This is an optimization exercise on Yosys and OpenROAD, whose aim is small area and a short achievable clock period, not a production implementation.
At most, simulation tests tie the RTL to the original design; equivalence was not proved.

==> flow/design.v (excerpt) <==
module fir_xifu_ex_simd #(
  parameter int unsigned XLEN    = 32,
  parameter int unsigned MAC_LAT = 3,
  parameter int unsigned ID_W    = 4
) (
  input  logic            clk_i,
  input  logic            rst_i,
  input  logic            clear_i,
  input  logic            in_valid_i,
  output logic            in_ready_o,
  input  logic [1:0]      in_op_i,
  input  logic            in_mode_i,
  input  logic            in_sat_i,
  input  logic [ID_W-1:0] in_id_i,
  input  logic [4:0]      in_rd_i,
  input  logic [4:0]      in_rs1_i,
  input  logic [XLEN-1:0] in_base_i,
  input  logic [11:0]     in_imm_i,
  input  logic [4:0]      in_shamt_i,
  input  logic [XLEN-1:0] op_a_i,
  input  logic [XLEN-1:0] op_b_i,
  input  logic [XLEN-1:0] op_c_i,
  input  logic            commit_valid_i,
  input  logic [ID_W-1:0] commit_id_i,
  input  logic            commit_kill_i,
  input  logic            fwd_we_i,
  input  logic [4:0]      fwd_rd_i,
  input  logic [XLEN-1:0] fwd_result_i,
  output logic            mem_valid_o,
  input  logic            mem_ready_i,
  output logic [31:0]     mem_addr_o,
  output logic            mem_we_o,
  output logic [XLEN-1:0] mem_wdata_o,
  output logic [ID_W-1:0] mem_id_o,
  output logic            out_valid_o,
  input  logic            out_ready_i,
  output logic [1:0]      out_op_o,
  output logic [4:0]      out_rd_o,
  output logic [ID_W-1:0] out_id_o,
  output logic [XLEN-1:0] out_result_o,
  output logic [31:0]     out_next_addr_o
);
Settings: LEC_CHECK=0, CAP_MARGIN=20, CORE_MARGIN=2, CORE_UTILIZATION=40, SLEW_MARGIN=20; clock period 12.5 ns.
standard.sh (not shown) runs the stock make flow with config.mk's settings and CLKGATE_MAP_FILE= SYNTH_SCRIPT=/design/flow/synth_recipe.tcl, a recipe that flattens the netlist after the stock synthesis.
==> flow/flow/run.sh <==
#!/bin/bash
set -euo pipefail
bash standard.sh SETUP_SLACK_MARGIN=7.5 "BUFFER_PORTS_ARGS=-buffer_cell sky130_fd_sc_hd__buf_1" finish > standard_flow.log 2>&1
==> next run, changes <==
--- a/flow/design.v
+++ b/flow/design.v
@@ -422,21 +422,23 @@
   wire s129, c129;
   assign {c129, s129} = {s83} + {c105} + {s106};
   wire s130, c130;
   assign {c130, s130} = {c83} + {s107} + {c106};
   wire s131, c131;
   assign {c131, s131} = {c84} + {s108} + {c107};
   wire s132, c132;
   assign {c132, s132} = {d_i[23]} + {c85} + {c108};
   wire [32:0] row0 = {d_i[32], d_i[31], d_i[30], d_i[29], d_i[28], d_i[27], d_i[26], d_i[25], c132, c131, c130, c129, c128, c127, c126, c125, c124, c123, c122, c121, c120, c119, c118, c117, c116, c115, c114, c113, c112, c111, c110, c109, s109};
   wire [32:0] row1 = {1'b0, 1'b0, 1'b0, 1'b0, 1'b0, 1'b0, 1'b0, 1'b0, d_i[24], s132, s131, s130, s129, s128, s127, s126, s125, s124, s123, s122, s121, s120, s119, s118, s117, s116, s115, s114, s113, s112, s111, s110, s86};
-  assign x_o = row0 + row1;
+  wire [25:0] lo = {1'b0, row0[24:0]} + {1'b0, row1[24:0]};
+  wire [7:0] hi_inc = row0[32:25] + 1'b1;
+  assign x_o = {lo[25] ? hi_inc : row0[32:25], lo[24:0]};
 endmodule
 module fir_xifu_ex_simd #(
   parameter int unsigned XLEN    = 32,
   parameter int unsigned MAC_LAT = 3,
   parameter int unsigned ID_W    = 4
 ) (
   input  logic            clk_i,
   input  logic            rst_i,
   input  logic            clear_i,
   input  logic            in_valid_i,
- The changed run completed without violations
- via count increases by 0.42%
- worst setup slack gets worse by 330 ps
- register-to-register slack gets worse by 340 ps
- cell area decreases by 2.0%
- sequential cell count is unchanged
- die area increases by 0.40%
- sequential share of layout area increases by 0.43 points
- fmax decreases by 6.1%
- clock-buffer cell count increases by 1
- cell count hardly moves
- wire length increases by 0.86%
- worst hold slack gets worse by 18 ps
For the second run of this note, only the layout was checked, not whether the RTL still works.

* * *

red:
Another version of the RTL of fir_xifu_ex_simd (not shown whole).
Size in the first run: about 2100 cells after synthesis, about 140 flip-flops, about 360 I/O pins, about 18000 um^2 of cells after synthesis.
// fir_xifu_ex_simd
module fir_xifu_ex_simd #(
  parameter int unsigned XLEN    = 32,
  parameter int unsigned MAC_LAT = 3,
  parameter int unsigned ID_W    = 4
) (
  input  logic            clk_i,
  input  logic            rst_i,
  input  logic            clear_i,
  input  logic            in_valid_i,
  output logic            in_ready_o,
  input  logic [1:0]      in_op_i,
  input  logic            in_mode_i,
  input  logic            in_sat_i,
  input  logic [ID_W-1:0] in_id_i,
  input  logic [4:0]      in_rd_i,
  input  logic [4:0]      in_rs1_i,
  input  logic [XLEN-1:0] in_base_i,
  input  logic [11:0]     in_imm_i,
  input  logic [4:0]      in_shamt_i,
  input  logic [XLEN-1:0] op_a_i,
  input  logic [XLEN-1:0] op_b_i,
  input  logic [XLEN-1:0] op_c_i,
  input  logic            commit_valid_i,
  input  logic [ID_W-1:0] commit_id_i,
  input  logic            commit_kill_i,
  input  logic            fwd_we_i,
  input  logic [4:0]      fwd_rd_i,
  input  logic [XLEN-1:0] fwd_result_i,
  output logic            mem_valid_o,
  input  logic            mem_ready_i,
  output logic [31:0]     mem_addr_o,
  output logic            mem_we_o,
  output logic [XLEN-1:0] mem_wdata_o,
  output logic [ID_W-1:0] mem_id_o,
  output logic            out_valid_o,
  input  logic            out_ready_i,
  output logic [1:0]      out_op_o,
  output logic [4:0]      out_rd_o,
  output logic [ID_W-1:0] out_id_o,
  output logic [XLEN-1:0] out_result_o,
  output logic [31:0]     out_next_addr_o
);
==> flow/config.mk <==
export PLATFORM = sky130hd
export DESIGN_NAME = fir_xifu_ex_simd
export DESIGN_NICKNAME = fir_xifu_ex_simd
export VERILOG_FILES = /design/flow/design.v
export SDC_FILE = /design/flow/constraint.sdc
export NUM_CORES = 4
export LEC_CHECK = 0
export CAP_MARGIN = 20
export CORE_MARGIN = 2
export CORE_UTILIZATION = 40
export SLEW_MARGIN = 20
==> flow/constraint.sdc <==
create_clock -name core_clock -period 12.5 [get_ports {clk_i}]
set_input_delay 2.5000 -clock core_clock [delete_from_list [all_inputs] [get_ports {clk_i}]]
set_output_delay 2.5000 -clock core_clock [all_outputs]
set_load 0.01 [all_outputs]
Scripts as last shown in full above: flow/flow/run.sh
For blue, these inputs were changed with respect to red:
-- flow/design.v --
<<< red, line 430
  wire [32:0] row0 = {d_i[32], d_i[31], d_i[30], d_i[29], d_i[28], d_i[27], d_i[26], d_i[25], c132, c131, c130, c129, c128, c127, c126, c125, c124, c123, c122, c121, c120, c119, c118, c117, c116, c115, c114, c113, c112, c111, c110, c109, s109};
  wire [32:0] row1 = {1'b0, 1'b0, 1'b0, 1'b0, 1'b0, 1'b0, 1'b0, 1'b0, d_i[24], s132, s131, s130, s129, s128, s127, s126, s125, s124, s123, s122, s121, s120, s119, s118, s117, s116, s115, s114, s113, s112, s111, s110, s86};
  wire [25:0] lo = {1'b0, row0[24:0]} + {1'b0, row1[24:0]};
  wire [7:0] hi_inc = row0[32:25] + 1'b1;
  assign x_o = {lo[25] ? hi_inc : row0[32:25], lo[24:0]};
endmodule
module fir_xifu_ex_simd #(
>>> blue, line 430
  wire [32:0] row0 = {d_i[32], d_i[31], d_i[30], d_i[29], d_i[28], d_i[27], d_i[26], d_i[25], c132, c131, c130, c129, c128, c127, c126, c125, c124, c123, c122, c121, c120, c119, c118, c117, c116, c115, c114, c113, c112, c111, c110, c109, s109};
  wire [32:0] row1 = {1'b0, 1'b0, 1'b0, 1'b0, 1'b0, 1'b0, 1'b0, 1'b0, d_i[24], s132, s131, s130, s129, s128, s127, s126, s125, s124, s123, s122, s121, s120, s119, s118, s117, s116, s115, s114, s113, s112, s111, s110, s86};
  assign x_o = row0 + row1;
endmodule
module fir_xifu_ex_simd #(
<<< red, line 490
  logic            accept_commit, wait_hit;
  logic [32:0]     x, c_biased;
  logic            nb_x1, nb_a1, nb_x2, nb_a2;
  logic [2:0]      nb_cnt;
  logic [23:0]     dig_acc, dig_mac0;
  logic            ovf;
  logic [32:0]     res_exact;
  logic [31:0]     next_addr;
  logic            addr_c12, addr_inc, addr_dec;
>>> blue, line 488
  logic            accept_commit, wait_hit;
  logic [32:0]     x, c_biased;
  logic [2:0]      nb_lo, nb_hi;
  logic [23:0]     dig_acc, dig_mac0;
  logic            ovf;
  logic [31:0]     next_addr;
  logic            addr_c12, addr_inc, addr_dec;
<<< red, line 506
  assign accept_commit = commit_valid_i && (commit_id_i == in_id_i) && !commit_kill_i;
  assign wait_hit      = commit_valid_i && (commit_id_i == id_q);
  assign nb_x1 = op_b_i[7] ^ op_b_i[23];
  assign nb_a1 = op_b_i[7] & op_b_i[23];
  assign nb_x2 = op_b_i[15] ^ op_b_i[31];
  assign nb_a2 = op_b_i[15] & op_b_i[31];
  assign nb_cnt = {(nb_a1 & nb_a2) | ((nb_a1 ^ nb_a2) & nb_x1 & nb_x2),
                   (nb_a1 ^ nb_a2) ^ (nb_x1 & nb_x2),
                   nb_x1 ^ nb_x2};
  assign c_biased = {op_c_i[31], op_c_i} +
                    (in_mode_i ? {8'hff, 16'd0, nb_cnt, 6'd0}
                               : {9'h1ff, 8'd0, nb_a2, nb_x2, 6'd0, nb_a1, nb_x1, 6'd0});
  function automatic logic [11:0] booth4(input logic [7:0] q, input logic qm1);
    logic [8:0] e;
>>> blue, line 502
  assign accept_commit = commit_valid_i && (commit_id_i == in_id_i) && !commit_kill_i;
  assign wait_hit      = commit_valid_i && (commit_id_i == id_q);
  assign nb_lo = {1'b0, op_b_i[7] & op_b_i[23], op_b_i[7] ^ op_b_i[23]};
  assign nb_hi = {1'b0, op_b_i[15] & op_b_i[31], op_b_i[15] ^ op_b_i[31]};
  assign c_biased = {op_c_i[31], op_c_i} +
                    (in_mode_i ? {8'hff, 16'd0, nb_lo + nb_hi, 6'd0}
                               : {9'h1ff, 8'd0, nb_hi[1:0], 6'd0, nb_lo[1:0], 6'd0});
  function automatic logic [11:0] booth4(input logic [7:0] q, input logic qm1);
    logic [8:0] e;
<<< red, line 572
      rd_q    <= in_rd_i;
      id_q    <= in_id_i;
      mode8_q <= in_mode_i | ~is_dotp;   
      sat_q   <= in_sat_i;
      a_q     <= is_dotp ? op_a_i : (is_mem ? base : 32'd0);
>>> blue, line 563
      rd_q    <= in_rd_i;
      id_q    <= in_id_i;
      mode8_q <= in_mode_i;
      sat_q   <= in_sat_i;
      a_q     <= is_dotp ? op_a_i : (is_mem ? base : 32'd0);
<<< red, line 587
      end
    end else if (st_mac1_q) begin
      d_q <= x;
      a_q <= 32'd0;
    end else if (st_mem_q && mem_ready_i) begin
>>> blue, line 578
      end
    end else if (st_mac1_q) begin
      d_q <= mode8_q ? x : {~x[24], x[23:0], r_q[7:0]};
      a_q <= 32'd0;
    end else if (st_mem_q && mem_ready_i) begin
<<< red, line 613
  assign out_rd_o        = rd_q;
  assign out_id_o        = id_q;
  assign res_exact       = mode8_q ? d_q : {~d_q[24], d_q[23:0], r_q[7:0]};
  assign ovf             = res_exact[32] ^ res_exact[31];
  assign out_result_o    = (sat_q && ovf) ? {res_exact[32], {31{~res_exact[32]}}} : res_exact[31:0];
  assign out_next_addr_o = a_q;
endmodule
>>> blue, line 604
  assign out_rd_o        = rd_q;
  assign out_id_o        = id_q;
  assign ovf             = d_q[32] ^ d_q[31];
  assign out_result_o    = (sat_q && ovf) ? {d_q[32], {31{~d_q[32]}}} : d_q[31:0];
  assign out_next_addr_o = a_q;
endmodule
Results
For blue, the critical path startpoint was op_b_i[15], unlike red, where it was a_q[0]$_DFFE_PP_.
Status: final cell count without fillers parity (red, blue)
Both conditions hold for blue: the flow ran to the end and the final layout passed the timing, DRC and antenna checks.
blue against red: maximum fanout along the worst path went down 2, final critical path time including I/O delays and setup shrank by 48 ps, share of synthesized area occupied by flip-flops and latches held, share of synthesized cell area in and, or, nand and nor gates increased by 0.67 points relative to the old numbers.
Share of synthesized cell area in full adder, half adder and majority cells: red vs blue, no meaningful difference
From red to blue the numbers moved as follows: total die area decreased about 0.36%, inverter count of the layout excluding clock inverters increased 7.
No run of this note included a check of the RTL's function; only the layout flow was run.

==> re-timing with driven ports <==
Ports are ideal in the flow. The routed layouts listed here were re-timed in OpenROAD. Step 1 (the two cells are an assumption about what drives the block):
set clk [get_ports {clk_i}]
set_driving_cell -lib_cell sky130_fd_sc_hd__clkbuf_16 $clk
set_driving_cell -lib_cell sky130_fd_sc_hd__buf_2 [delete_from_list [all_inputs] $clk]
Step 2 adds t to the input delays and takes it off the output delays; t is the mean of the earliest and latest rising clock arrival at the registers after step 1. Input paths then give back, and output paths get back, about the clock's delay inside the block. a / b / c = no drivers / after step 1 / after step 2; a / b = the first two.
run | t (ns) | slack for setup (ns) | slew at the worst register clock pin (ns)
the first run of note 1 | 0.493 | 7.352 / 7.335 / 6.842 | 0.08 / 0.08
the second run of note 1 | 0.501 | 7.019 / 7.019 / 6.619 | 0.08 / 0.08
red | 0.508 | 7.083 / 7.083 / 6.751 | 0.07 / 0.07
blue | 0.482 | 7.131 / 7.135 / 6.652 | 0.07 / 0.07
After both steps setup and hold are still met in every run listed. For the first run of note 1, which loses most, drivers alone change the setup slack by -0.017 ns; drivers and shift together by -0.510 ns.
